From an optimization exercise on the open Yosys and OpenROAD flow, aimed at small area, a short achievable clock period and few clock cycles; shortcuts taken in it are not production practice. At most, simulation tests tie the RTL to the original design; equivalence was not proved. The RTL of runs 4 and 5 was laid out without a check of its function. No activity file was given, so power comes from the tool's default toggle rates.

`flow/design.v`:
```
package mac_pkg;
    localparam int MAC_DW = 8;
    localparam int PW = 2 * MAC_DW + 2;
    typedef enum logic {
        IDLE,
        ACC
    } acc_state_e;
    function automatic logic signed [PW-1:0] mul_ext(
        input logic [MAC_DW-1:0] a,
        input logic              a_sgn,
        input logic [MAC_DW-1:0] w,
        input logic              w_sgn
    );
        logic signed [MAC_DW:0] ax;
        logic signed [MAC_DW:0] wx;
        ax = $signed({a_sgn & a[MAC_DW-1], a});
        wx = $signed({w_sgn & w[MAC_DW-1], w});
        mul_ext = ax * wx;
    endfunction
endpackage
module mac_lane (
    input  logic        clk,
    input  logic        take,     
    input  logic        v,        
    input  logic [7:0]  a,
    input  logic [7:0]  w,
    input  logic        a_sgn,
    input  logic        w_sgn,
    input  logic        clr,      
    output logic [23:0] q,
    output logic        ovf
);
    logic       sa, sw, ss;
    logic [7:0] pp [8];
    logic [7:0] nw, na;
    assign sa = a_sgn & a[7];
    assign sw = w_sgn & w[7];
    assign ss = sa & sw;
    for (genvar i = 0; i < 8; i++) begin : g_pp
        assign pp[i] = w & {8{a[i]}};
        assign nw[i] = ~(sa & w[i]);
        assign na[i] = ~(sw & a[i]);
    end
    logic n1, n2, n3, n4, n5, n6, n7, n8, n9, n10, n11, n12, n13, n14, n15, n16, n17, n18, n19, n20, n21, n22, n23, n24, n25, n26, n27, n28, n29, n30, n31, n32, n33, n34, n35, n36, n37, n38, n39, n40, n41, n42, n43, n44, n45, n46, n47, n48, n49, n50, n51, n52, n53, n54, n55, n56, n57, n58, n59, n60, n61, n62, n63, n64, n65, n66, n67, n68, n69, n70, n71, n72, n73, n74, n75, n76, n77, n78, n79, n80, n81, n82, n83, n84, n85, n86, n87, n88, n89, n90, n91, n92, n93, n94, n95, n96, n97, n98, n99, n100, n101, n102, n103, n104, n105, n106, n107, n108, n109, n110, n111, n112;
    assign n1 = pp[0][6] ^ pp[1][5];
    assign n2 = pp[0][6] & pp[1][5];
    assign n3 = pp[0][7] ^ pp[1][6] ^ pp[2][5];
    assign n4 = (pp[0][7] & pp[1][6]) | (pp[0][7] & pp[2][5]) | (pp[1][6] & pp[2][5]);
    assign n5 = pp[3][4] ^ pp[4][3];
    assign n6 = pp[3][4] & pp[4][3];
    assign n7 = pp[1][7] ^ pp[2][6] ^ pp[3][5];
    assign n8 = (pp[1][7] & pp[2][6]) | (pp[1][7] & pp[3][5]) | (pp[2][6] & pp[3][5]);
    assign n9 = pp[4][4] ^ pp[5][3] ^ pp[6][2];
    assign n10 = (pp[4][4] & pp[5][3]) | (pp[4][4] & pp[6][2]) | (pp[5][3] & pp[6][2]);
    assign n11 = pp[7][1] ^ nw[0];
    assign n12 = pp[7][1] & nw[0];
    assign n13 = pp[2][7] ^ pp[3][6] ^ pp[4][5];
    assign n14 = (pp[2][7] & pp[3][6]) | (pp[2][7] & pp[4][5]) | (pp[3][6] & pp[4][5]);
    assign n15 = pp[5][4] ^ pp[6][3] ^ pp[7][2];
    assign n16 = (pp[5][4] & pp[6][3]) | (pp[5][4] & pp[7][2]) | (pp[6][3] & pp[7][2]);
    assign n17 = 1'b1 ^ nw[1] ^ na[1];
    assign n18 = (1'b1 & nw[1]) | (1'b1 & na[1]) | (nw[1] & na[1]);
    assign n19 = pp[3][7] ^ pp[4][6] ^ pp[5][5];
    assign n20 = (pp[3][7] & pp[4][6]) | (pp[3][7] & pp[5][5]) | (pp[4][6] & pp[5][5]);
    assign n21 = pp[6][4] ^ pp[7][3] ^ nw[2];
    assign n22 = (pp[6][4] & pp[7][3]) | (pp[6][4] & nw[2]) | (pp[7][3] & nw[2]);
    assign n23 = pp[4][7] ^ pp[5][6] ^ pp[6][5];
    assign n24 = (pp[4][7] & pp[5][6]) | (pp[4][7] & pp[6][5]) | (pp[5][6] & pp[6][5]);
    assign n25 = pp[0][4] ^ pp[1][3];
    assign n26 = pp[0][4] & pp[1][3];
    assign n27 = pp[0][5] ^ pp[1][4] ^ pp[2][3];
    assign n28 = (pp[0][5] & pp[1][4]) | (pp[0][5] & pp[2][3]) | (pp[1][4] & pp[2][3]);
    assign n29 = pp[3][2] ^ pp[4][1];
    assign n30 = pp[3][2] & pp[4][1];
    assign n31 = pp[2][4] ^ pp[3][3] ^ pp[4][2];
    assign n32 = (pp[2][4] & pp[3][3]) | (pp[2][4] & pp[4][2]) | (pp[3][3] & pp[4][2]);
    assign n33 = pp[5][1] ^ pp[6][0] ^ n1;
    assign n34 = (pp[5][1] & pp[6][0]) | (pp[5][1] & n1) | (pp[6][0] & n1);
    assign n35 = pp[5][2] ^ pp[6][1] ^ pp[7][0];
    assign n36 = (pp[5][2] & pp[6][1]) | (pp[5][2] & pp[7][0]) | (pp[6][1] & pp[7][0]);
    assign n37 = n2 ^ n5 ^ n3;
    assign n38 = (n2 & n5) | (n2 & n3) | (n5 & n3);
    assign n39 = na[0] ^ n6 ^ n4;
    assign n40 = (na[0] & n6) | (na[0] & n4) | (n6 & n4);
    assign n41 = n7 ^ n9 ^ n11;
    assign n42 = (n7 & n9) | (n7 & n11) | (n9 & n11);
    assign n43 = n8 ^ n10 ^ n13;
    assign n44 = (n8 & n10) | (n8 & n13) | (n10 & n13);
    assign n45 = n15 ^ n12 ^ n17;
    assign n46 = (n15 & n12) | (n15 & n17) | (n12 & n17);
    assign n47 = na[2] ^ n14 ^ n16;
    assign n48 = (na[2] & n14) | (na[2] & n16) | (n14 & n16);
    assign n49 = n19 ^ n18 ^ n21;
    assign n50 = (n19 & n18) | (n19 & n21) | (n18 & n21);
    assign n51 = pp[7][4] ^ nw[3] ^ na[3];
    assign n52 = (pp[7][4] & nw[3]) | (pp[7][4] & na[3]) | (nw[3] & na[3]);
    assign n53 = n20 ^ n23 ^ n22;
    assign n54 = (n20 & n23) | (n20 & n22) | (n23 & n22);
    assign n55 = pp[5][7] ^ pp[6][6] ^ pp[7][5];
    assign n56 = (pp[5][7] & pp[6][6]) | (pp[5][7] & pp[7][5]) | (pp[6][6] & pp[7][5]);
    assign n57 = nw[4] ^ na[4] ^ n24;
    assign n58 = (nw[4] & na[4]) | (nw[4] & n24) | (na[4] & n24);
    assign n59 = pp[6][7] ^ pp[7][6] ^ nw[5];
    assign n60 = (pp[6][7] & pp[7][6]) | (pp[6][7] & nw[5]) | (pp[7][6] & nw[5]);
    assign n61 = pp[0][3] ^ pp[1][2];
    assign n62 = pp[0][3] & pp[1][2];
    assign n63 = pp[2][2] ^ pp[3][1] ^ pp[4][0];
    assign n64 = (pp[2][2] & pp[3][1]) | (pp[2][2] & pp[4][0]) | (pp[3][1] & pp[4][0]);
    assign n65 = pp[5][0] ^ n26 ^ n29;
    assign n66 = (pp[5][0] & n26) | (pp[5][0] & n29) | (n26 & n29);
    assign n67 = n30 ^ n28 ^ n31;
    assign n68 = (n30 & n28) | (n30 & n31) | (n28 & n31);
    assign n69 = n32 ^ n35 ^ n34;
    assign n70 = (n32 & n35) | (n32 & n34) | (n35 & n34);
    assign n71 = n36 ^ n39 ^ n38;
    assign n72 = (n36 & n39) | (n36 & n38) | (n39 & n38);
    assign n73 = n40 ^ n43 ^ n42;
    assign n74 = (n40 & n43) | (n40 & n42) | (n43 & n42);
    assign n75 = n47 ^ n44 ^ n46;
    assign n76 = (n47 & n44) | (n47 & n46) | (n44 & n46);
    assign n77 = n51 ^ n48 ^ n53;
    assign n78 = (n51 & n48) | (n51 & n53) | (n48 & n53);
    assign n79 = n55 ^ n52 ^ n57;
    assign n80 = (n55 & n52) | (n55 & n57) | (n52 & n57);
    assign n81 = na[5] ^ n56 ^ n59;
    assign n82 = (na[5] & n56) | (na[5] & n59) | (n56 & n59);
    assign n83 = pp[7][7] ^ nw[6] ^ na[6];
    assign n84 = (pp[7][7] & nw[6]) | (pp[7][7] & na[6]) | (nw[6] & na[6]);
    assign n85 = pp[0][2] ^ pp[1][1];
    assign n86 = pp[0][2] & pp[1][1];
    assign n87 = pp[2][1] ^ pp[3][0] ^ n61;
    assign n88 = (pp[2][1] & pp[3][0]) | (pp[2][1] & n61) | (pp[3][0] & n61);
    assign n89 = n62 ^ n25 ^ n63;
    assign n90 = (n62 & n25) | (n62 & n63) | (n25 & n63);
    assign n91 = n64 ^ n27 ^ n65;
    assign n92 = (n64 & n27) | (n64 & n65) | (n27 & n65);
    assign n93 = n66 ^ n33 ^ n67;
    assign n94 = (n66 & n33) | (n66 & n67) | (n33 & n67);
    assign n95 = n68 ^ n37 ^ n69;
    assign n96 = (n68 & n37) | (n68 & n69) | (n37 & n69);
    assign n97 = n41 ^ n70 ^ n71;
    assign n98 = (n41 & n70) | (n41 & n71) | (n70 & n71);
    assign n99 = n45 ^ n72 ^ n73;
    assign n100 = (n45 & n72) | (n45 & n73) | (n72 & n73);
    assign n101 = n49 ^ n74 ^ n75;
    assign n102 = (n49 & n74) | (n49 & n75) | (n74 & n75);
    assign n103 = n50 ^ n76 ^ n77;
    assign n104 = (n50 & n76) | (n50 & n77) | (n76 & n77);
    assign n105 = n54 ^ n79 ^ n78;
    assign n106 = (n54 & n79) | (n54 & n78) | (n79 & n78);
    assign n107 = n58 ^ n81 ^ n80;
    assign n108 = (n58 & n81) | (n58 & n80) | (n81 & n80);
    assign n109 = n60 ^ n83 ^ n82;
    assign n110 = (n60 & n83) | (n60 & n82) | (n83 & n82);
    assign n111 = nw[7] ^ na[7] ^ n84;
    assign n112 = (nw[7] & na[7]) | (nw[7] & n84) | (na[7] & n84);
    logic [32:0] rows_d, rows_q;
    assign rows_d = {n112, ss, n110, n111, n108, n109, n106, n107, n104, n105, n102, n103, n100, n101, n98, n99, n96, n97, n94, n95, n92, n93, n90, n91, n88, n89, n86, n87, n85, pp[2][0], pp[1][0], pp[0][1], pp[0][0]};
    always_ff @(posedge clk) rows_q <= take ? rows_d : '0;
    logic [17:0] r0, r1, x, y;
    logic [15:0] g, p, cy, t;
    assign r0 = {v, rows_q[31], rows_q[29], rows_q[27], rows_q[25], rows_q[23], rows_q[21], rows_q[19], rows_q[17], rows_q[15], rows_q[13], rows_q[11], rows_q[9], rows_q[7], rows_q[5], rows_q[3], rows_q[1], rows_q[0]};
    assign r1 = {1'b0, rows_q[32], rows_q[30], rows_q[28], rows_q[26], rows_q[24], rows_q[22], rows_q[20], rows_q[18], rows_q[16], rows_q[14], rows_q[12], rows_q[10], rows_q[8], rows_q[6], rows_q[4], rows_q[2], 1'b0};
    assign x = {r0[17:16] ^ r1[17:16], r0[15:0] ^ r1[15:0] ^ q[15:0]};
    assign y = {(r0[16:0] & r1[16:0]) | ({1'b0, r0[15:0]} & {1'b0, q[15:0]}) | ({1'b0, r1[15:0]} & {1'b0, q[15:0]}), 1'b0};
    assign g = x[15:0] & y[15:0];
    assign p = x[15:0] ^ y[15:0];
    logic gk0_1, pk0_1;
    assign gk0_1 = g[1] | (p[1] & g[0]);
    assign pk0_1 = p[1] & p[0];
    logic gk0_3, pk0_3;
    assign gk0_3 = g[3] | (p[3] & g[2]);
    assign pk0_3 = p[3] & p[2];
    logic gk0_5, pk0_5;
    assign gk0_5 = g[5] | (p[5] & g[4]);
    assign pk0_5 = p[5] & p[4];
    logic gk0_7, pk0_7;
    assign gk0_7 = g[7] | (p[7] & g[6]);
    assign pk0_7 = p[7] & p[6];
    logic gk0_9, pk0_9;
    assign gk0_9 = g[9] | (p[9] & g[8]);
    assign pk0_9 = p[9] & p[8];
    logic gk0_11, pk0_11;
    assign gk0_11 = g[11] | (p[11] & g[10]);
    assign pk0_11 = p[11] & p[10];
    logic gk0_13, pk0_13;
    assign gk0_13 = g[13] | (p[13] & g[12]);
    assign pk0_13 = p[13] & p[12];
    logic gk0_15, pk0_15;
    assign gk0_15 = g[15] | (p[15] & g[14]);
    assign pk0_15 = p[15] & p[14];
    logic gk1_2, pk1_2;
    assign gk1_2 = g[2] | (p[2] & gk0_1);
    assign pk1_2 = p[2] & pk0_1;
    logic gk1_3, pk1_3;
    assign gk1_3 = gk0_3 | (pk0_3 & gk0_1);
    assign pk1_3 = pk0_3 & pk0_1;
    logic gk1_6, pk1_6;
    assign gk1_6 = g[6] | (p[6] & gk0_5);
    assign pk1_6 = p[6] & pk0_5;
    logic gk1_7, pk1_7;
    assign gk1_7 = gk0_7 | (pk0_7 & gk0_5);
    assign pk1_7 = pk0_7 & pk0_5;
    logic gk1_10, pk1_10;
    assign gk1_10 = g[10] | (p[10] & gk0_9);
    assign pk1_10 = p[10] & pk0_9;
    logic gk1_11, pk1_11;
    assign gk1_11 = gk0_11 | (pk0_11 & gk0_9);
    assign pk1_11 = pk0_11 & pk0_9;
    logic gk1_14, pk1_14;
    assign gk1_14 = g[14] | (p[14] & gk0_13);
    assign pk1_14 = p[14] & pk0_13;
    logic gk1_15, pk1_15;
    assign gk1_15 = gk0_15 | (pk0_15 & gk0_13);
    assign pk1_15 = pk0_15 & pk0_13;
    logic gk2_4, pk2_4;
    assign gk2_4 = g[4] | (p[4] & gk1_3);
    assign pk2_4 = p[4] & pk1_3;
    logic gk2_5, pk2_5;
    assign gk2_5 = gk0_5 | (pk0_5 & gk1_3);
    assign pk2_5 = pk0_5 & pk1_3;
    logic gk2_6, pk2_6;
    assign gk2_6 = gk1_6 | (pk1_6 & gk1_3);
    assign pk2_6 = pk1_6 & pk1_3;
    logic gk2_7, pk2_7;
    assign gk2_7 = gk1_7 | (pk1_7 & gk1_3);
    assign pk2_7 = pk1_7 & pk1_3;
    logic gk2_12, pk2_12;
    assign gk2_12 = g[12] | (p[12] & gk1_11);
    assign pk2_12 = p[12] & pk1_11;
    logic gk2_13, pk2_13;
    assign gk2_13 = gk0_13 | (pk0_13 & gk1_11);
    assign pk2_13 = pk0_13 & pk1_11;
    logic gk2_14, pk2_14;
    assign gk2_14 = gk1_14 | (pk1_14 & gk1_11);
    assign pk2_14 = pk1_14 & pk1_11;
    logic gk2_15, pk2_15;
    assign gk2_15 = gk1_15 | (pk1_15 & gk1_11);
    assign pk2_15 = pk1_15 & pk1_11;
    logic gk3_8, pk3_8;
    assign gk3_8 = g[8] | (p[8] & gk2_7);
    assign pk3_8 = p[8] & pk2_7;
    logic gk3_9, pk3_9;
    assign gk3_9 = gk0_9 | (pk0_9 & gk2_7);
    assign pk3_9 = pk0_9 & pk2_7;
    logic gk3_10, pk3_10;
    assign gk3_10 = gk1_10 | (pk1_10 & gk2_7);
    assign pk3_10 = pk1_10 & pk2_7;
    logic gk3_11, pk3_11;
    assign gk3_11 = gk1_11 | (pk1_11 & gk2_7);
    assign pk3_11 = pk1_11 & pk2_7;
    logic gk3_12, pk3_12;
    assign gk3_12 = gk2_12 | (pk2_12 & gk2_7);
    assign pk3_12 = pk2_12 & pk2_7;
    logic gk3_13, pk3_13;
    assign gk3_13 = gk2_13 | (pk2_13 & gk2_7);
    assign pk3_13 = pk2_13 & pk2_7;
    logic gk3_14, pk3_14;
    assign gk3_14 = gk2_14 | (pk2_14 & gk2_7);
    assign pk3_14 = pk2_14 & pk2_7;
    logic gk3_15, pk3_15;
    assign gk3_15 = gk2_15 | (pk2_15 & gk2_7);
    assign pk3_15 = pk2_15 & pk2_7;
    assign cy[0] = g[0];
    assign cy[1] = gk0_1;
    assign cy[2] = gk1_2;
    assign cy[3] = gk1_3;
    assign cy[4] = gk2_4;
    assign cy[5] = gk2_5;
    assign cy[6] = gk2_6;
    assign cy[7] = gk2_7;
    assign cy[8] = gk3_8;
    assign cy[9] = gk3_9;
    assign cy[10] = gk3_10;
    assign cy[11] = gk3_11;
    assign cy[12] = gk3_12;
    assign cy[13] = gk3_13;
    assign cy[14] = gk3_14;
    assign cy[15] = gk3_15;
    assign t = p ^ {cy[14:0], 1'b0};
    logic [7:0]  hi, hi_up, hi_dn, hi_nx;
    logic [1:0]  u0;
    logic        is_max, is_min, dn0, dn1, up0, up1, sel_dn, sel_up, pos, neg;
    assign hi     = q[23:16];
    assign is_max = hi == 8'h7f;
    assign is_min = hi == 8'h80;
    assign hi_up  = is_max ? 8'h7f : hi + 8'd1;
    assign hi_dn  = is_min ? 8'h80 : hi - 8'd1;
    assign u0     = x[17:16] + y[17:16];
    assign dn0    = u0 == 2'b11;
    assign dn1    = u0 == 2'b10;
    assign up0    = u0 == 2'b01;
    assign up1    = u0 == 2'b00;
    assign sel_dn = cy[15] ? dn1 : dn0;
    assign sel_up = cy[15] ? up1 : up0;
    assign hi_nx  = sel_dn ? hi_dn : sel_up ? hi_up : hi;
    assign pos    = sel_up && is_max;
    assign neg    = sel_dn && is_min;
    always_ff @(posedge clk) begin
        if (clr) begin
            q   <= '0;
            ovf <= 1'b0;
        end else begin
            q   <= {hi_nx, (t & ~{16{neg}}) | {16{pos}}};
            ovf <= ovf | pos | neg;
        end
    end
endmodule
module mac_acc_array #(
    parameter int DW    = mac_pkg::MAC_DW,
    parameter int LANES = 8,
    parameter int ACCW  = 2 * DW + 8
) (
    input  logic                  clk,
    input  logic                  rst_n,
    input  logic                  in_valid,
    output logic                  in_ready,
    input  logic [LANES*DW-1:0]   A,
    input  logic [LANES*DW-1:0]   W,
    input  logic                  Asigned,
    input  logic                  Wsigned,
    input  logic                  acc_clr,
    input  logic                  acc_last,
    output logic                  out_valid,
    input  logic                  out_ready,
    output logic [LANES*ACCW-1:0] Q,
    output logic [LANES-1:0]      ovf
);
    logic take;
    logic v1;
    logic last1;
    logic in_burst;
    logic clr;
    logic blk;
    assign in_ready = !blk && (!out_valid || out_ready);
    assign take     = in_valid && !(v1 && last1) && (!out_valid || out_ready);
    assign clr = take && (acc_clr || !(v1 || in_burst));
    always_ff @(posedge clk or negedge rst_n) begin
        if (!rst_n) begin
            v1        <= 1'b0;
            blk       <= 1'b0;
            in_burst  <= 1'b0;
            out_valid <= 1'b0;
        end else begin
            v1        <= take;
            blk       <= take && acc_last;
            out_valid <= (v1 && last1) || (out_valid && !out_ready);
            if (v1) begin
                in_burst <= !last1;
            end
        end
    end
    always_ff @(posedge clk) begin
        last1 <= acc_last;
    end
    for (genvar i = 0; i < LANES; i++) begin : g_lane
        mac_lane u_lane (
            .clk  (clk),
            .take (take),
            .v    (v1),
            .clr  (clr),
            .a    (A[i*DW +: DW]),
            .w    (W[i*DW +: DW]),
            .a_sgn(Asigned),
            .w_sgn(Wsigned),
            .q    (Q[i*ACCW +: ACCW]),
            .ovf  (ovf[i])
        );
    end
endmodule
```
`flow/flow/run.sh`:
```
#!/bin/bash
# Own layout flow: the standard flow with two changes.
#  1. After the standard synthesis, full-adder cells are rewired to their
#     complemented inputs/outputs where that removes inverters
#     (fa_polarity.py; same logic function, same registers).
#  2. Ports are buffered with a small buffer instead of the default delay cell.
# Each tool's output goes to a log file of its own in the work folder.
set -euo pipefail
W=$(pwd)
R=$W/orfs/results/$FLOW_PLATFORM/mac_acc_array/base
bash standard.sh "$R/1_2_yosys.v" > "$W/flow_synth.log" 2>&1
cp "$R/1_2_yosys.v" "$W/1_2_yosys.standard.v"
python3 "$W/flow/fa_polarity.py" "$W/1_2_yosys.standard.v" "$R/1_2_yosys.v" > "$W/flow_fa_polarity.log" 2>&1
touch "$R/1_2_yosys.v" "$R/1_2_yosys.sdc"
BUFFER_PORTS_ARGS="-buffer_cell ${PORT_BUFFER:-sky130_fd_sc_hd__buf_1}" \
  bash standard.sh finish > "$W/flow_layout.log" 2>&1
```
`flow/flow/fa_polarity.py`:
```
#!/usr/bin/env python3
"""Remove inverters around full-adder cells in a mapped netlist.

A full adder is self-dual: FA(~a, ~b, ~c) = (~sum, ~cout). For each fa cell
this rewires it to the complemented inputs and outputs whenever that leaves
fewer inverters, then drops inverters left without loads. The logic function
of every net that is kept is unchanged.

Usage: fa_polarity.py IN.v OUT.v
"""
import re
import sys

INV = "sky130_fd_sc_hd__inv_1"
cell_re = re.compile(r"^  (sky130_fd_sc_hd__\w+) (\S+)\s+\(\n((?:    \.\w+\([^)]*\),?\n)+)  \);\n", re.M)
pin_re = re.compile(r"\.(\w+)\(([^)]*)\)")
OUTPINS = {"X", "Y", "Q", "Q_N", "COUT", "SUM", "HI", "LO"}

src = open(sys.argv[1]).read()
cells = {}
order = []
spans = []
for m in cell_re.finditer(src):
    typ, name, body = m.group(1), m.group(2), m.group(3)
    pins = dict((p, n.strip()) for p, n in pin_re.findall(body))
    cells[name] = [typ, pins]
    order.append(name)
    spans.append((m.start(), m.end()))
first, last = spans[0][0], spans[-1][1]
head, tail = src[:first], src[last:]
assert "sky130_fd_sc_hd__" not in tail and "sky130_fd_sc_hd__" not in head, "unparsed cells"
assert all(spans[i][1] == spans[i + 1][0] for i in range(len(spans) - 1)), "cells not contiguous"

drv = {}
loads = {}
def rebuild():
    drv.clear(); loads.clear()
    for c, (t, pins) in cells.items():
        for p, n in pins.items():
            if p in OUTPINS:
                drv[n] = (c, p)
            else:
                loads.setdefault(n, []).append((c, p))
rebuild()

# nets that are module ports: their loads include the outside world
ports = set()
for m in re.finditer(r"^\s*(input|output)\s+(?:\[[^\]]*\]\s*)?([^;]+);", head, re.M):
    for n in m.group(2).split(","):
        ports.add(n.strip())
def is_port(n):
    return n in ports or n.split("[")[0].strip() in ports

def inv_driver(n):
    d = drv.get(n)
    if d and cells[d[0]][0] == INV:
        return d[0]
    return None

def inv_from(n):
    for (c, p) in loads.get(n, []):
        if cells[c][0] == INV:
            return c
    return None

newid = [0]
newwires = []
def new_net():
    newid[0] += 1
    n = f"_fapol{newid[0]}_"
    newwires.append(n)
    return n
def new_inv(a, y):
    newid[0] += 1
    c = f"_fapolinv{newid[0]}_"
    cells[c] = [INV, {"A": a, "Y": y}]
    order.append(c)
    drv[y] = (c, "Y")
    loads.setdefault(a, []).append((c, "A"))
    return c

def delta(f):
    t, pins = cells[f]
    ins = [pins["A"], pins["B"], pins["CIN"]]
    if len(set(ins)) < 3:
        return None
    d = 0
    for x in ins:
        i = inv_driver(x)
        if i:
            if len(loads.get(x, [])) == 1 and not is_port(x):
                d -= 1
        elif not inv_from(x):
            d += 1
    for p in ("SUM", "COUT"):
        o = pins[p]
        if is_port(o):
            d += 1
            continue
        ls = loads.get(o, [])
        invs = [c for (c, _) in ls if cells[c][0] == INV and not is_port(cells[c][1]["Y"])]
        d -= len(invs)
        if len(ls) > len(invs):
            d += 1
    return d

def flip(f):
    t, pins = cells[f]
    for p in ("A", "B", "CIN"):
        x = pins[p]
        loads[x].remove((f, p))
        i = inv_driver(x)
        if i:
            y = cells[i][1]["A"]
        else:
            j = inv_from(x)
            if j:
                y = cells[j][1]["Y"]
            else:
                y = new_net()
                new_inv(x, y)
        pins[p] = y
        loads.setdefault(y, []).append((f, p))
    for p in ("SUM", "COUT"):
        o = pins[p]
        on = new_net()
        pins[p] = on
        drv[on] = (f, p)
        del drv[o]
        ls = list(loads.get(o, []))
        rest = []
        for (c, cp) in ls:
            if cells[c][0] == INV and not is_port(cells[c][1]["Y"]):
                z = cells[c][1]["Y"]
                for (c2, p2) in loads.get(z, []):
                    cells[c2][1][p2] = on
                    loads.setdefault(on, []).append((c2, p2))
                loads[z] = []
                del drv[z]
                cells[c][1]["A"] = None  # mark dead
            else:
                rest.append((c, cp))
        loads[o] = []
        if rest or is_port(o):
            loads[o] = rest
            new_inv(on, o)

def sweep():
    # drop inverters whose output has no loads (and is no port)
    removed = 0
    changed = True
    while changed:
        changed = False
        for c in list(cells):
            t, pins = cells[c]
            if t != INV:
                continue
            if pins["A"] is None:
                del cells[c]; removed += 1; changed = True
                continue
            y = pins["Y"]
            if not loads.get(y) and not is_port(y):
                a = pins["A"]
                if (c, "A") in loads.get(a, []):
                    loads[a].remove((c, "A"))
                drv.pop(y, None)
                del cells[c]; removed += 1; changed = True
    return removed

import os
MAXF = int(os.environ.get("MAXFLIPS", "1000000"))
nflips = 0
n_inv0 = sum(1 for c in cells.values() if c[0] == INV)
for it in range(20):
    gain = 0
    for f in [c for c in order if c in cells and cells[c][0].startswith("sky130_fd_sc_hd__fa_")]:
        d = delta(f)
        if d is not None and d < 0 and nflips < MAXF:
            nflips += 1
            flip(f)
            sweep()
            gain += 1
    if not gain:
        break
sweep()
n_inv1 = sum(1 for c in cells.values() if c[0] == INV)

out = [head]
for c in order:
    if c not in cells:
        continue
    t, pins = cells[c]
    body = ",\n".join(f"    .{p}({n}{' ' if n.startswith(chr(92)) else ''})" for p, n in pins.items())
    sp = " " if c.startswith(chr(92)) else ""
    out.append(f"  {t} {c}{sp} (\n{body}\n  );\n")
out.append(tail)
text = "".join(out)
if newwires:
    # declare the new nets right after the module header
    k = text.index(";\n", text.index("module ")) + 2
    text = text[:k] + "".join(f"  wire {n};\n" for n in newwires) + text[k:]
open(sys.argv[2], "w").write(text)
print(f"fa_polarity: inverters {n_inv0} -> {n_inv1}")
```
`flow/standard.sh`:
```
#!/bin/bash
# synth_recipe.tcl (not shown) runs the flow's synth.tcl, then flattens the netlist and writes it again
# the make line also repeats each setting of config.mk as NAME=value (left out here)
make -C /OpenROAD-flow-scripts/flow DESIGN_CONFIG=/design/flow/config.mk WORK_HOME=/design/flow/orfs CLKGATE_MAP_FILE= SYNTH_SCRIPT=/design/flow/synth_recipe.tcl "${@:-finish}"
```
`flow/config.mk`:
```
export PLATFORM = sky130hd
export DESIGN_NAME = mac_acc_array
export DESIGN_NICKNAME = mac_acc_array
export VERILOG_FILES = /design/flow/design.v
export SDC_FILE = /design/flow/constraint.sdc
export NUM_CORES = 4
export LEC_CHECK = 0
export CAP_MARGIN = 20
export CORE_MARGIN = 2
export CORE_UTILIZATION = 40
export SETUP_SLACK_MARGIN = 2.0
export SLEW_MARGIN = 20
```
`flow/constraint.sdc`:
```
create_clock -name core_clock -period 5.6 [get_ports {clk}]
set_input_delay 1.1200 -clock core_clock [delete_from_list [all_inputs] [get_ports {clk}]]
set_output_delay 1.1200 -clock core_clock [all_outputs]
set_load 0.01 [all_outputs]
```
==> run notes, run 1 <==
outcome finished clean; skew final 0.0184 ns; commonest non-fill, non-tap cells in the layout 528 x fa_1, 465 x dfxtp_1, 397 x nand2_1, 334 x buf_1, 323 x and2_1; RSZ-0062 raised after global routing false; final hold vios 0; dpl cell area 38600 um^2; Synth Warn # 3; worst hold path type input port to async pin; first-pass GRT wire length 154000 um; final setup TNS 0 ns; Clk Latency, worst-skew pair 0.63 ns; Critical R2R Launch g_lane[0].u_lane.q[2]; CTS tree built; hpwl dp 74600 um; Slew @ Worst Pin 1.02 ns; CTS buffer count 55; core box area 89900 um^2; antenna violations before repair 22; Worst-path clk slew 0.06 ns; leading cell type in the layout, fill and taps excluded fa_1; crit-path leading delay family compound AO/OA/AOI/OAI gates; Worst path most repeated cell buf_4; critical path class flip-flop to flip-flop; Die ar. 93000 um^2; 1st-pass router iterations 6; fin nets 4855; Clock power frac 0.208; final hold slack 0.344 ns; min Tclk post-route 3.47 ns; # hold bufs at CTS 0; Critical Path RT 6.13 ns; largest net degree at the start of global routing 108; Cell Area, Synth 36200 um^2; vias in the first global route 27218; Synth Area per Inst 9.82 um^2; P&R area growth vs syn 12.7%; Worst Path Buf+Inv 2; leakage 18.4 nW; Worst Setup Start Kind flip-flop; final worst-path cycle share 0.620; Crit Path Max Fanout 11; Max Slew Vio Count 0; PwrDens 457 nW/um^2; post-route cell area 40900 um^2; die height 305 um; Setup Viol. Count Final 0; global placement routability congestion 0.890; Total Power 18.7 mW; Crit path largest cell delay 0.52 ns; Chip Width 305 um; # DRC 0; per-cell routed wire length 18.9 um; post-route ant nets 0; vias per cell 5.21; switching power 7.94 mW; H-tree Lvls 2; Rel. slew slack 0.320; 1st-iter DRT viols 1668; utilization after layout 0.455; clk buf depth 3; aggregate global routing overflow 0; switching share of power 0.426; layout cells sized above 1 0.0504; drt total wl 98300 um; VDD IR max 0.233 mV; Fmax achieved 288 MHz; cell-internal power 10.7 mW; r2r setup slk 2.13 ns; CP cell instances fa_1 > ha_1 > a211oi_1 > or4_1 > a31oi_2 > o31a_2 > or2_2 > a211oi_2 > buf_4 > o21ai_4 > buf_4 > o31ai_1; root buf cell clkbuf_16; max-cap violations 0; worst reg2reg path depth 12; syn_nets 4588; Port-buffer cells 337; Logic pwr share 0.501; Fillers 8654; Post-Synthesis Cells 3692; CP arrival 4.00 ns; Slowest-stage cell, CP fa_1; FP Rows 110; vias 27054; Clock Sinks 469; Total GRT Usage 0.209; Initial Util 0.403; reg-to-reg critical path endpoint g_lane[0].u_lane.q[13]; I/O Pins 338; endpoint type of the worst setup path flip-flop; sequential power share 0.291
==> how the worst max path moves through the flow <==
stage,from,endpoint,slack [ns],cells past startpoint
2_1_floorplan,A[3],g_lane[0].u_lane.rows_q[17],1.99,8
3_3_place_gp,Asigned,g_lane[6].u_lane.rows_q[17],1.18,8
3_5_place_dp,Asigned,g_lane[0].u_lane.rows_q[17],1.11,8
4_1_cts,g_lane[5].u_lane.q[3],g_lane[5].u_lane.q[6],2.00,10
5_1_grt,g_lane[6].u_lane.q[2],g_lane[6].u_lane.q[11],2.02,11
6_report,g_lane[0].u_lane.q[2],g_lane[0].u_lane.q[13],2.13,12
==> state kept, by name (all words and copies together) (netlist names) <==
register and count:
blk 1, g_lane.u_lane.ovf 8, g_lane.u_lane.q 192, g_lane.u_lane.rows_q 264
in_burst 1, last1 1, out_valid 1, v1 1
==> worst register-to-register path, stage by stage (launching register included) <==
cell,delay [ns]
dfxtp_1,0.33
fa_1,0.52
ha_1,0.32
a211oi_1,0.23
or4_1,0.21
a31oi_2,0.14
o31a_2,0.39
or2_2,0.32
a211oi_2,0.18
buf_4,0.22
o21ai_4,0.07
buf_4,0.20
o31ai_1,0.25
==> per-layer routing <==
| metal | global-route usage | vias to the layer above | part of all wire |
|---|---|---|---|
| met5 | 0 | - | 0.00081 |
| met2 | 0.326 | 572 | 0.46 |
| met3 | 0.0423 | 143 | 0.055 |
| met1 | 0.288 | 13463 | 0.46 |
| met4 | 0.0739 | 14 | 0.029 |
| li1 | - | 12862 | - |
==> what timing repair did <==
item | CTS | global route
setup buffers | 0 | 11
cloned | 0 | 2
endpoints found under the setup margin | 134 | 122
pin swaps | 0 | 7
resized for setup | 19 | 16
==> per-stage QoR <==
stage	instances	setup WS, ns
floorplan	3692	1.99
global placement	5065	1.18
detailed placement	5065	1.11
CTS	5168	2.00
global route	5190	2.02
finish	5195	2.13
==> power by group through the flow <==
stage	registers, mW	logic, mW	clock network [mW]
after global placement	5.52	8.97	0
final	5.43	9.34	3.88
after floorplan	5.40	6.63	0
after CTS	5.45	9.27	4.00
after global routing	5.60	10.7	4.13
after detailed placement	5.51	9.14	0
==> area by class of cell <==
type | count | area [um^2] | area share
Inverter | 233 | 875 | 0.0214
Sequential cell | 469 | 9410 | 0.230
Clock inverter | 28 | 365 | 0.00894
Antenna cell | 14 | 35.0 | 0.000858
Clock buffer | 75 | 1580 | 0.0388
Timing Repair Buffer | 373 | 1590 | 0.0390
Multi-Input combinational cell | 2827 | 25500 | 0.625
Tap cell | 1176 | 1470 | 0.0360
Testbench counts, summed over its fixed seeds: cycles 32,255.
==> run 2: changes to the inputs <==
--- a/flow/config.mk
+++ b/flow/config.mk
@@ -8,5 +8,5 @@
 export CAP_MARGIN = 20
 export CORE_MARGIN = 2
 export CORE_UTILIZATION = 40
-export SETUP_SLACK_MARGIN = 2.0
+export SETUP_SLACK_MARGIN = 2.6
 export SLEW_MARGIN = 20
==> run notes, run 2 <==
outcome finished clean; die height 305 um; Initial Util 0.403; # DRC 0; Post-Synthesis Cells 3692; # hold bufs at CTS 0; Chip Width 305 um; critical path class flip-flop to flip-flop; hpwl dp 74700 um; vias 27760; root buf cell clkbuf_16; PwrDens 461 nW/um^2; post-route cell area 44600 um^2; final hold slack 0.301 ns; FP Rows 110; Worst-path clk slew 0.06 ns; Worst Setup Start Kind flip-flop; post-route ant nets 0; Setup Viol. Count Final 0; skew final 0.0317 ns; layout cells sized above 1 0.206; Ant. Diodes 0; worst hold path type input port to async pin; Crit Path Max Fanout 6; syn_nets 4588; Synth Warn # 3; Fillers 8174; aggregate global routing overflow 0; vias in the first global route 28489; leading cell type in the layout, fill and taps excluded dfxtp_1; Critical Path RT 6.09 ns; dpl cell area 39200 um^2; min Tclk post-route 3.14 ns; endpoint type of the worst setup path flip-flop; utilization after layout 0.497; final worst-path cycle share 0.560; Clk Latency, worst-skew pair 0.64 ns; fin nets 4947; CTS buffer count 58; drt total wl 104000 um; Clock Sinks 469; first-pass GRT wire length 165000 um; CTS tree built; Rel. slew slack 0.329; CP arrival 3.63 ns; Largest regs g_lane.u_lane.rows_q x264, g_lane.u_lane.q x192, g_lane.u_lane.ovf x8; H-tree Lvls 2; I/O Pins 338; 1st-pass router iterations 5; max FFs per register 264; Synth Area per Inst 9.82 um^2; P&R area growth vs syn 23.2%; dpl cells 5066; final setup TNS 0 ns; final cell count without fillers 5276; Max Slew Vio Count 0; per-cell routed wire length 19.7 um; Die ar. 93000 um^2; leakage 19.7 nW; RSZ-0062 raised after global routing true; global placement routability congestion 0.861; Slew @ Worst Pin 1.00 ns; core box area 89900 um^2; clk buf depth 3; Total GRT Usage 0.224; Fmax achieved 319 MHz; largest net degree at the start of global routing 211; Port-buffer cells 337; antenna violations before repair 3; Cell Area, Synth 36200 um^2; vias per cell 5.26; 1st-iter DRT viols 1612; commonest non-fill, non-tap cells in the layout 450 x dfxtp_1, 380 x fa_1, 346 x nand2_1, 272 x and3_1, 264 x and2_1; VDD IR max 0.268 mV; final hold vios 0; Top reg by flops g_lane.u_lane.rows_q; max-cap violations 0
run 2: worst paths after layout:
kind | cells after the start | from | endpoint | slack (ns)
worst max register to register | 11 | g_lane[0].u_lane.rows_q[15] | g_lane[0].u_lane.q[9] | 2.46
worst min register to register | 2 | g_lane[6].u_lane.ovf | g_lane[6].u_lane.ovf | 0.46
min in group core_clock | 2 | g_lane[6].u_lane.ovf | g_lane[6].u_lane.ovf | 0.46
worst min-delay path | 1 | rst_n | out_valid | 0.30
max in group asynchronous | 1 | rst_n | in_burst | 5.11
worst max-delay path | 11 | g_lane[0].u_lane.rows_q[15] | g_lane[0].u_lane.q[9] | 2.46
run 2: metrics by stage:
stage	total power, mW	setup slack [ns]
6_report	20.6	2.46
2_1_floorplan	12.1	2.10
3_3_place_gp	14.6	1.46
3_5_place_dp	14.7	1.41
5_1_grt	22.4	2.38
4_1_cts	19.9	2.45
run 2: critical path, stage by stage (launching register included):
cell and delay [ns]:
dfxtp_1 0.31, fa_1 0.54, ha_4 0.30, nand3_1 0.10
or4_4 0.52, a31oi_4 0.23, o31a_4 0.19, or2_4 0.16
a211oi_4 0.06, buf_6 0.17, o21ai_2 0.29, o21ai_1 0.13
run 2: repair_timing:
item / CTS / global route
cloned: 12 / 3
setup buffers: 38 / 48
pin swaps: 104 / 136
resized for setup: 338 / 348
endpoints found under the setup margin: 299 / 237
run 2: where the power goes:
group          leakage, nW  switching [mW]  internal [mW]  total [mW]
clock                 1.03            1.54           2.61        4.15
combinational         14.7            5.96           5.02        11.0
sequential            3.90            1.08           4.38        5.46
total                 19.7            8.58           12.0        20.6
run 2: routing by layer:
layer  part of all wire  global-route usage  routed length, um
met5                  0                   0                  0
met4              0.029              0.0630               2980
met3              0.061              0.0448               6330
met2               0.47               0.369              48900
met1               0.44               0.298              45500
run 2: layout make-up:
cell class / instances / area (um^2) / area share
Tap cell: 1176 / 1470 / 0.0330
Clock inverter: 26 / 429 / 0.00961
Inverter: 233 / 875 / 0.0196
Clock buffer: 83 / 1700 / 0.0380
Multi-Input combinational cell: 2834 / 27500 / 0.616
Timing Repair Buffer: 455 / 3240 / 0.0726
Sequential cell: 469 / 9430 / 0.211
==> run 3: changes to the inputs <==
--- a/flow/config.mk
+++ b/flow/config.mk
@@ -8,5 +8,5 @@
 export CAP_MARGIN = 20
 export CORE_MARGIN = 2
 export CORE_UTILIZATION = 40
-export SETUP_SLACK_MARGIN = 2.6
+export SETUP_SLACK_MARGIN = 2.3
 export SLEW_MARGIN = 20
==> run notes, run 3 <==
worst hold path type input port to async pin; final hold slack 0.369 ns; 1st-pass router iterations 5; Port-buffer cells 337; core box area 89900 um^2; skew final 0.0239 ns; clk buf depth 3; switching share of power 0.420; RSZ-0062 raised after global routing true; Worst Setup Start Kind input port; CTS buffer count 57; PwrDens 453 nW/um^2; Fillers 8562; vias in the first global route 27203; FP Rows 110; H-tree Lvls 2; Critical Path RT 6.09 ns; Die ar. 93000 um^2; largest net degree at the start of global routing 211; Crit Path Max Fanout 14; sequential power share 0.287; Clock power frac 0.200; Cell Area, Synth 36200 um^2; Worst path most repeated cell fa_2; CTS tree built; leading cell type in the layout, fill and taps excluded dfxtp_1; Synth Warn # 3; # DRC 0; per-cell routed wire length 18.6 um; Worst-path clk slew 0.06 ns; first-pass GRT wire length 153000 um; max-cap violations 0; endpoint type of the worst setup path flip-flop; Chip Width 305 um; final hold vios 0; DP Worst Slack 1.39 ns; Crit path largest cell delay 0.58 ns; commonest non-fill, non-tap cells in the layout 464 x dfxtp_1, 440 x fa_1, 370 x nand2_1, 309 x and2_1, 278 x and3_1; fin nets 4875; # hold bufs at CTS 0; global placement routability congestion 0.868; min Tclk post-route 3.28 ns; max FFs per register 264; Total GRT Usage 0.205; Initial Util 0.403; I/O Pins 338; Setup Viol. Count Final 0; CP cell instances clkbuf_8 > buf_16 > and2_4 > nand2_1 > ha_1 > fa_2 > fa_2 > fa_2 > and3_1; Slew @ Worst Pin 0.973 ns; Fmax achieved 305 MHz; Top reg by flops g_lane.u_lane.rows_q; Logic pwr share 0.513; VDD IR max 0.229 mV; vias per cell 5.22; Total Power 18.9 mW; Slowest-stage cell, CP fa_2; Max Slew Vio Count 0; 1st-iter DRT viols 1546; switching power 7.93 mW; Rel. slew slack 0.346; hpwl dp 72600 um; Post-Synthesis Cells 3692; final cell count without fillers 5199; antenna violations before repair 15; critical path class input port to flip-flop; aggregate global routing overflow 0; final setup TNS 0 ns; syn_nets 4588; P&R area growth vs syn 15.2%; Clock Sinks 469; cell-internal power 11.0 mW; Synth Area per Inst 9.82 um^2; Final WS setup 2.32 ns; dpl cells 5067; vias 27142; layout cells sized above 1 0.110; Largest regs g_lane.u_lane.rows_q x264, g_lane.u_lane.q x192, g_lane.u_lane.ovf x8; final worst-path cycle share 0.586; post-route ant nets 0; drt total wl 96800 um; outcome finished clean; CP arrival 3.77 ns; Clk Latency, worst-skew pair 0.61 ns; root buf cell clkbuf_16; leakage 18.7 nW; die height 305 um
[run 3: cell count changes in the layout (fill, tap and decap cells not counted), moves of 43 or more]
cell    delta
and2_1    +45
buf_6     -49
buf_1     +58
ha_1      +43
buf_4     -59
fa_2      -60
fa_1      +60
[run 3: path summary, 6_finish.rpt]
path / from / end / slack, ns / cells after the start
min: rst_n / in_burst / 0.37 / 1
min reg2reg: g_lane[6].u_lane.ovf / g_lane[6].u_lane.ovf / 0.47 / 2
max in group asynchronous: rst_n / blk / 4.99 / 1
max reg2reg: g_lane[7].u_lane.q[2] / g_lane[7].u_lane.q[13] / 2.43 / 11
max: Asigned / g_lane[0].u_lane.rows_q[17] / 2.32 / 9
min in group core_clock: g_lane[6].u_lane.ovf / g_lane[6].u_lane.ovf / 0.47 / 2
[run 3: critical path, delay by kind of cell]
family                     cells  cell delay, ns
adders and majority gates      4            1.77
buffers and inverters          2            0.44
and+or+nand+nor                3            0.42
[run 3: per-layer routing]
metal | global-route usage | vias up | part of all wire
li1 | - | 12905 | -
met1 | 0.286 | 13454 | 0.46
met2 | 0.327 | 613 | 0.45
met3 | 0.0396 | 150 | 0.058
met4 | 0.0549 | 20 | 0.027
met5 | 0 | - | 0.0012
[run 3: power groups by stage]
stage / registers [mW] / clock network (mW) / logic (mW)
2_1_floorplan: 5.40 / 0 / 6.70
3_3_place_gp: 5.51 / 0 / 8.92
3_5_place_dp: 5.51 / 0 / 9.10
4_1_cts: 5.45 / 3.90 / 9.41
5_1_grt: 5.60 / 4.02 / 11.1
6_report: 5.43 / 3.78 / 9.69
[run 3: timing repair]
action                                  CTS  global route
gates cloned                              0             5
resized for setup                        58            87
buffers inserted                         10            14
endpoints found under the setup margin  250           189
pin swaps                                 5            21
[run 3: final cells by class]
type	instances	area (um^2)	area share
Sequential cell	469	9410	0.225
Multi-Input combinational cell	2829	26200	0.628
Clock buffer	84	1700	0.0407
Tap cell	1176	1470	0.0352
Inverter	233	875	0.0210
Antenna cell	3	7.51	0.000180
Timing Repair Buffer	389	1870	0.0447
Clock inverter	16	214	0.00513
[run 3: stage by stage]
step | cell area (um^2) | util
2_1_floorplan | 37100 | -
3_3_place_gp | 39000 | 0.433
3_5_place_dp | 39000 | 0.433
4_1_cts | 41200 | 0.459
5_1_grt | 41700 | 0.464
6_report | 41700 | 0.464
==> run 4: changes to the inputs <==
--- a/flow/design.v
+++ b/flow/design.v
@@ -293,7 +293,7 @@
     assign up1    = u0 == 2'b00;
     assign sel_dn = cy[15] ? dn1 : dn0;
     assign sel_up = cy[15] ? up1 : up0;
-    assign hi_nx  = sel_dn ? hi_dn : sel_up ? hi_up : hi;
+    assign hi_nx  = ({8{sel_dn}} & hi_dn) | ({8{sel_up}} & hi_up) | ({8{!(sel_dn || sel_up)}} & hi);
     assign pos    = sel_up && is_max;
     assign neg    = sel_dn && is_min;
     always_ff @(posedge clk) begin
==> run notes, run 4 <==
1st-iter DRT viols 1756; global placement routability congestion 0.859; max FFs per register 264; CP arrival 3.79 ns; 1st-pass router iterations 7; PwrDens 453 nW/um^2; core box area 90100 um^2; critical path class input port to flip-flop; Port-buffer cells 337; post-route ant nets 0; Total GRT Usage 0.209; per-cell routed wire length 18.7 um; CTS buffer count 56; Largest regs g_lane.u_lane.rows_q x264, g_lane.u_lane.q x192, g_lane.u_lane.ovf x8; utilization after layout 0.465; worst hold path type input port to async pin; Worst-path clk slew 0.06 ns; Worst path most repeated cell fa_2; Crit Path Max Fanout 9; first-pass GRT wire length 157000 um; min Tclk post-route 3.29 ns; Critical Path RT 6.10 ns; Fmax achieved 304 MHz; I/O Pins 338; vias per cell 5.22; endpoint type of the worst setup path flip-flop; CTS tree built; skew final 0.0152 ns; max-cap violations 0; layout cells sized above 1 0.0989; Worst Path Buf+Inv 1; antenna violations before repair 6; clk buf depth 3; Crit path largest cell delay 0.56 ns; syn_nets 4606; Synth Area per Inst 9.83 um^2; reg-to-reg critical path endpoint g_lane[2].u_lane.q[5]; Synth Warn # 3; hpwl dp 72600 um; aggregate global routing overflow 0; Critical R2R Launch g_lane[2].u_lane.q[2]; die height 306 um; fin nets 4894; Clk Latency, worst-skew pair 0.62 ns; VDD IR max 0.245 mV; Die ar. 93600 um^2; Chip Width 306 um; vias in the first global route 27773; leakage 18.9 nW; # hold bufs at CTS 0; # DRC 0; H-tree Lvls 2; final hold vios 0; vias 27284; Cell Area, Synth 36500 um^2; leading cell type in the layout, fill and taps excluded dfxtp_1; Fillers 8563; outcome finished clean; Top reg by flops g_lane.u_lane.rows_q; commonest non-fill, non-tap cells in the layout 464 x dfxtp_1, 460 x fa_1, 344 x nand2_1, 309 x and2_1, 291 x buf_1; FP Rows 110; Slew @ Worst Pin 0.999 ns; RSZ-0062 raised after global routing true; P&R area growth vs syn 15.0%; root buf cell clkbuf_16; drt total wl 97900 um; Worst Setup Start Kind input port; final setup TNS 0 ns; Setup Viol. Count Final 0; Initial Util 0.405; Clock Sinks 469; CP cell instances buf_1 > and2_4 > fa_2 > fa_2 > fa_1 > fa_2 > and3_1; Slowest-stage cell, CP fa_1; largest net degree at the start of global routing 211; crit-path leading delay family adder cells; Max Slew Vio Count 0; Post-Synthesis Cells 3710; Rel. slew slack 0.330; r2r setup slk 2.38 ns; worst reg2reg path depth 11; final worst-path cycle share 0.587
run 4: changes by cell type in the layout (fill, tap and decap cells not counted), sizes merged, moves of 11 or more:
cell	delta
nand2	-39
o21ai	+27
a21oi	-22
inv	+19
clkbuf	-17
nand2b	+17
and3	+13
xnor2	-12
nand4	+11
run 4: worst max-delay path by stage:
stage,end,startpoint,cells after the start
2_1_floorplan,g_lane[1].u_lane.rows_q[21],W[15],7
3_3_place_gp,g_lane[6].u_lane.rows_q[19],Wsigned,8
3_5_place_dp,g_lane[6].u_lane.rows_q[19],Wsigned,8
4_1_cts,g_lane[5].u_lane.rows_q[17],A[44],8
5_1_grt,g_lane[2].u_lane.q[10],g_lane[2].u_lane.q[2],11
6_report,g_lane[5].u_lane.rows_q[17],A[41],7
run 4: report_power, final:
group | leakage (nW) | total, mW | switching, mW | internal (mW)
combinational | 14.1 | 9.74 | 5.48 | 4.26
clock | 0.944 | 3.89 | 1.54 | 2.35
sequential | 3.90 | 5.38 | 1.03 | 4.36
run 4: cell type report:
class,count,area [um^2],share of cell area
Antenna cell,7,17.5,0.000418
Clock buffer,73,1580,0.0376
Clock inverter,31,390,0.00931
Inverter,250,938,0.0224
Multi-Input combinational cell,2831,26300,0.626
Sequential cell,469,9410,0.224
Tap cell,1176,1470,0.0351
Timing Repair Buffer,390,1870,0.0447
run 4: layer usage:
layer,track usage,wire (um),part of all wire,vias up
met2,0.337,45200,0.46,560
met1,0.294,45800,0.47,13607
met3,0.0314,4540,0.046,131
li1,-,-,-,12986
met5,0,0,0,-
met4,0.0560,2270,0.023,0
run 4: stage by stage:
stage	worst slack [ns]	cell area (um^2)	cells	hold slack (ns)	total power, mW
finish	2.31	41900	5227	0.327	19.0
global route	2.25	41900	5225	0.314	20.8
CTS	2.30	41500	5201	0.283	18.9
detailed placement	1.28	39000	5078	0.455	14.6
global placement	1.35	39000	5078	0.447	14.4
floorplan	2.14	37100	3710	0.409	12.1
run 4: worst reg2reg max path: cells and delay by family, from the launching register on:
family,cells,cell delay [ns]
buffers and inverters,1,0.19
adders and majority gates,2,0.84
DFF,1,0.33
AOI/OAI and AO/OA,8,1.76
run 4: repair_timing:
| action | 4_1_cts | 5_1_grt |
|---|---|---|
| resized for setup | 42 | 84 |
| gates cloned | 1 | 4 |
| setup buffers | 18 | 15 |
| setup endpoints to repair | 246 | 194 |
| pin swaps | 11 | 19 |
==> run 5: changes to the inputs <==
--- a/flow/design.v
+++ b/flow/design.v
@@ -20,7 +20,6 @@
 endpackage
 module mac_lane (
     input  logic        clk,
-    input  logic        take,     
     input  logic        v,        
     input  logic [7:0]  a,
     input  logic [7:0]  w,
@@ -156,11 +155,11 @@
     assign n112 = (nw[7] & na[7]) | (nw[7] & n84) | (na[7] & n84);
     logic [32:0] rows_d, rows_q;
     assign rows_d = {n112, ss, n110, n111, n108, n109, n106, n107, n104, n105, n102, n103, n100, n101, n98, n99, n96, n97, n94, n95, n92, n93, n90, n91, n88, n89, n86, n87, n85, pp[2][0], pp[1][0], pp[0][1], pp[0][0]};
-    always_ff @(posedge clk) rows_q <= take ? rows_d : '0;
+    always_ff @(posedge clk) rows_q <= rows_d;
     logic [17:0] r0, r1, x, y;
     logic [15:0] g, p, cy, t;
-    assign r0 = {v, rows_q[31], rows_q[29], rows_q[27], rows_q[25], rows_q[23], rows_q[21], rows_q[19], rows_q[17], rows_q[15], rows_q[13], rows_q[11], rows_q[9], rows_q[7], rows_q[5], rows_q[3], rows_q[1], rows_q[0]};
-    assign r1 = {1'b0, rows_q[32], rows_q[30], rows_q[28], rows_q[26], rows_q[24], rows_q[22], rows_q[20], rows_q[18], rows_q[16], rows_q[14], rows_q[12], rows_q[10], rows_q[8], rows_q[6], rows_q[4], rows_q[2], 1'b0};
+    assign r0 = {v, (rows_q[31] & v), (rows_q[29] & v), (rows_q[27] & v), (rows_q[25] & v), (rows_q[23] & v), (rows_q[21] & v), (rows_q[19] & v), (rows_q[17] & v), (rows_q[15] & v), (rows_q[13] & v), (rows_q[11] & v), (rows_q[9] & v), (rows_q[7] & v), (rows_q[5] & v), (rows_q[3] & v), (rows_q[1] & v), (rows_q[0] & v)};
+    assign r1 = {1'b0, (rows_q[32] & v), (rows_q[30] & v), (rows_q[28] & v), (rows_q[26] & v), (rows_q[24] & v), (rows_q[22] & v), (rows_q[20] & v), (rows_q[18] & v), (rows_q[16] & v), (rows_q[14] & v), (rows_q[12] & v), (rows_q[10] & v), (rows_q[8] & v), (rows_q[6] & v), (rows_q[4] & v), (rows_q[2] & v), 1'b0};
     assign x = {r0[17:16] ^ r1[17:16], r0[15:0] ^ r1[15:0] ^ q[15:0]};
     assign y = {(r0[16:0] & r1[16:0]) | ({1'b0, r0[15:0]} & {1'b0, q[15:0]}) | ({1'b0, r1[15:0]} & {1'b0, q[15:0]}), 1'b0};
     assign g = x[15:0] & y[15:0];
@@ -293,7 +292,7 @@
     assign up1    = u0 == 2'b00;
     assign sel_dn = cy[15] ? dn1 : dn0;
     assign sel_up = cy[15] ? up1 : up0;
-    assign hi_nx  = ({8{sel_dn}} & hi_dn) | ({8{sel_up}} & hi_up) | ({8{!(sel_dn || sel_up)}} & hi);
+    assign hi_nx  = sel_dn ? hi_dn : sel_up ? hi_up : hi;
     assign pos    = sel_up && is_max;
     assign neg    = sel_dn && is_min;
     always_ff @(posedge clk) begin
@@ -356,7 +355,6 @@
     for (genvar i = 0; i < LANES; i++) begin : g_lane
         mac_lane u_lane (
             .clk  (clk),
-            .take (take),
             .v    (v1),
             .clr  (clr),
             .a    (A[i*DW +: DW]),
--- a/flow/config.mk
+++ b/flow/config.mk
@@ -8,5 +8,5 @@
 export CAP_MARGIN = 20
 export CORE_MARGIN = 2
 export CORE_UTILIZATION = 40
-export SETUP_SLACK_MARGIN = 2.3
+export SETUP_SLACK_MARGIN = 2.0
 export SLEW_MARGIN = 20
==> run notes, run 5 <==
outcome finished clean; final cell count without fillers 5362; Rel. slew slack 0.289; 1st-iter DRT viols 1765; utilization after layout 0.485; first-pass GRT wire length 159000 um; Worst Setup Start Kind flip-flop; Die ar. 94600 um^2; CTS tree built; Port-buffer cells 337; die height 308 um; Initial Util 0.403; Synth Area per Inst 9.86 um^2; vias in the first global route 27522; root buf cell clkbuf_16; Top reg by flops g_lane.u_lane.rows_q; Critical Path RT 6.14 ns; CTS buffer count 54; CP cell instances buf_12 > buf_12 > bufbuf_16 > and2_4 > fa_1 > ha_4 > a2111o_1 > a31oi_1 > nor3_2 > o41ai_4 > buf_6 > xor2_4 > buf_12 > o21ai_4 > buf_12 > o31ai_1; CP arrival 4.49 ns; vias 27411; Post-Synthesis Cells 3737; leading cell type in the layout, fill and taps excluded and2_1; drt total wl 102000 um; Largest regs g_lane.u_lane.rows_q x264, g_lane.u_lane.q x192, g_lane.u_lane.ovf x8; critical path class flip-flop to flip-flop; leakage 19.4 nW; Worst-path clk slew 0.06 ns; min Tclk post-route 3.95 ns; VDD IR max 0.213 mV; final hold slack 0.313 ns; FP Rows 111; Cell Area, Synth 36900 um^2; I/O Pins 338; Crit Path Max Fanout 10; H-tree Lvls 2; per-cell routed wire length 19.0 um; Slowest-stage cell, CP dfrtp_4; # DRC 0; vias per cell 5.11; Fmax achieved 253 MHz; Synth Warn # 3; Clock Sinks 469; max FFs per register 264; post-route ant nets 0; Worst path most repeated cell buf_12; 1st-pass router iterations 5; dpl cells 5124; commonest non-fill, non-tap cells in the layout 606 x and2_1, 520 x fa_1, 465 x dfxtp_1, 382 x nand2_1, 335 x buf_1; final hold vios 0; endpoint type of the worst setup path flip-flop; Total Power 20.6 mW; P&R area growth vs syn 20.4%; antenna violations before repair 10; core box area 91500 um^2; global placement routability congestion 0.837; Max Slew Vio Count 0; hpwl dp 74000 um; Slew @ Worst Pin 1.07 ns; clk buf depth 3; skew final 0.0319 ns; layout cells sized above 1 0.124; final setup TNS 0 ns; max-cap violations 0; syn_nets 4633; Crit path largest cell delay 0.56 ns; # hold bufs at CTS 0; Chip Width 308 um; PwrDens 466 nW/um^2; Setup Viol. Count Final 0; largest net degree at the start of global routing 53; RSZ-0062 raised after global routing true; final worst-path cycle share 0.705; worst hold path type input port to async pin; Clk Latency, worst-skew pair 0.63 ns; aggregate global routing overflow 0; Total GRT Usage 0.214; fin nets 5024
[run 5: path summary, 6_finish.rpt]
| path | from | end | slack [ns] | cells after the start |
|---|---|---|---|---|
| max in group asynchronous | rst_n | v1 | 5.08 | 1 |
| min reg2reg | last1 | in_burst | 0.44 | 1 |
| max reg2reg | v1 | g_lane[6].u_lane.q[14] | 1.65 | 16 |
| min | rst_n | v1 | 0.31 | 1 |
| min in group core_clock | last1 | in_burst | 0.44 | 1 |
| max | v1 | g_lane[6].u_lane.q[14] | 1.65 | 16 |
[run 5: timing repair]
action | in CTS | in global routing
gates cloned | 28 | 8
pin swaps | 102 | 100
gates resized for setup | 210 | 162
endpoints found under the setup margin | 212 | 203
setup buffers | 78 | 20
[run 5: cell type report]
| type | instances | area [um^2] |
|---|---|---|
| Multi-Input combinational cell | 2863 | 27500 |
| Clock inverter | 36 | 442 |
| Timing Repair Buffer | 477 | 3020 |
| Clock buffer | 66 | 1480 |
| Sequential cell | 469 | 9410 |
| Fill cell | 8484 | 47200 |
| Antenna cell | 2 | 5.00 |
| Inverter | 263 | 987 |
| Tap cell | 1186 | 1480 |
[run 5: report_power, final]
group | internal (mW) | total, mW | switching (mW)
Clock | 2.23 | 3.79 | 1.56
Combinational | 5.09 | 11.1 | 5.97
Sequential | 4.62 | 5.80 | 1.18
Total | 11.9 | 20.6 | 8.71
[run 5: worst max-delay path, delay by kind of cell, from the launching register on]
| kind | cells | cell delay [ns] |
|---|---|---|
| XOR/XNOR | 1 | 0.19 |
| buffers and inverters | 6 | 1.07 |
| AO/OA/AOI/OAI | 5 | 1.04 |
| adder cells (fa/ha/maj) | 2 | 0.75 |
| flip-flops | 1 | 0.56 |
| AND/OR/NAND/NOR | 2 | 0.24 |
[run 5: per-stage QoR]
| step | instance area [um^2] | setup WS, ns |
|---|---|---|
| finish | 44400 | 1.65 |
| floorplan | 37100 | 1.62 |
| global placement | 39300 | 0.776 |
| CTS | 43400 | 1.64 |
| detailed placement | 39300 | 0.617 |
| global route | 44400 | 1.54 |
[run 5: per-layer routing]
metal	wire, um	GRT usage	share of wire	up-vias
li1	-	-	-	13055
met1	48600	0.308	0.48	13591
met2	45600	0.334	0.45	646
met3	5890	0.0427	0.058	109
met4	1810	0.0420	0.018	10
met5	70	0	0.00069	-

==> what the ideal ports hide <==
Ports are ideal in the flow. The routed layouts listed here were re-timed in OpenROAD. Step 1: set_driving_cell puts a clkbuf_16 on clk and a buf_2 on each other input, an assumption about the parent block. Step 2 times the ports against the registers' clock, not the clock port: input delays grow and output delays shrink by t, the midpoint of the rising clock arrivals with the driver on. a / b / c = ideal ports / drivers / drivers and shift; a / b = the first two.
| run | t, ns | setup WS [ns] | hold slack, ns | cell pins on the clock port's net |
|---|---|---|---|---|
| run 1 | 0.689 | 2.129 / 2.129 / 1.484 | 0.344 / 0.300 / 0.450 | 1 |
| run 2 | 0.696 | 2.464 / 2.464 / 1.834 | 0.301 / 0.261 / 0.456 | 1 |
| run 3 | 0.666 | 2.318 / 2.341 / 1.675 | 0.369 / 0.326 / 0.466 | 1 |
| run 4 | 0.680 | 2.311 / 2.350 / 1.670 | 0.327 / 0.291 / 0.465 | 1 |
| run 5 | 0.684 | 1.654 / 1.654 / 1.475 | 0.313 / 0.270 / 0.441 | 1 |
After both steps every run listed still meets setup and hold. The setup slack of run 1, which loses most, moves by 0.000 ns with the drivers and by -0.645 ns with both steps.
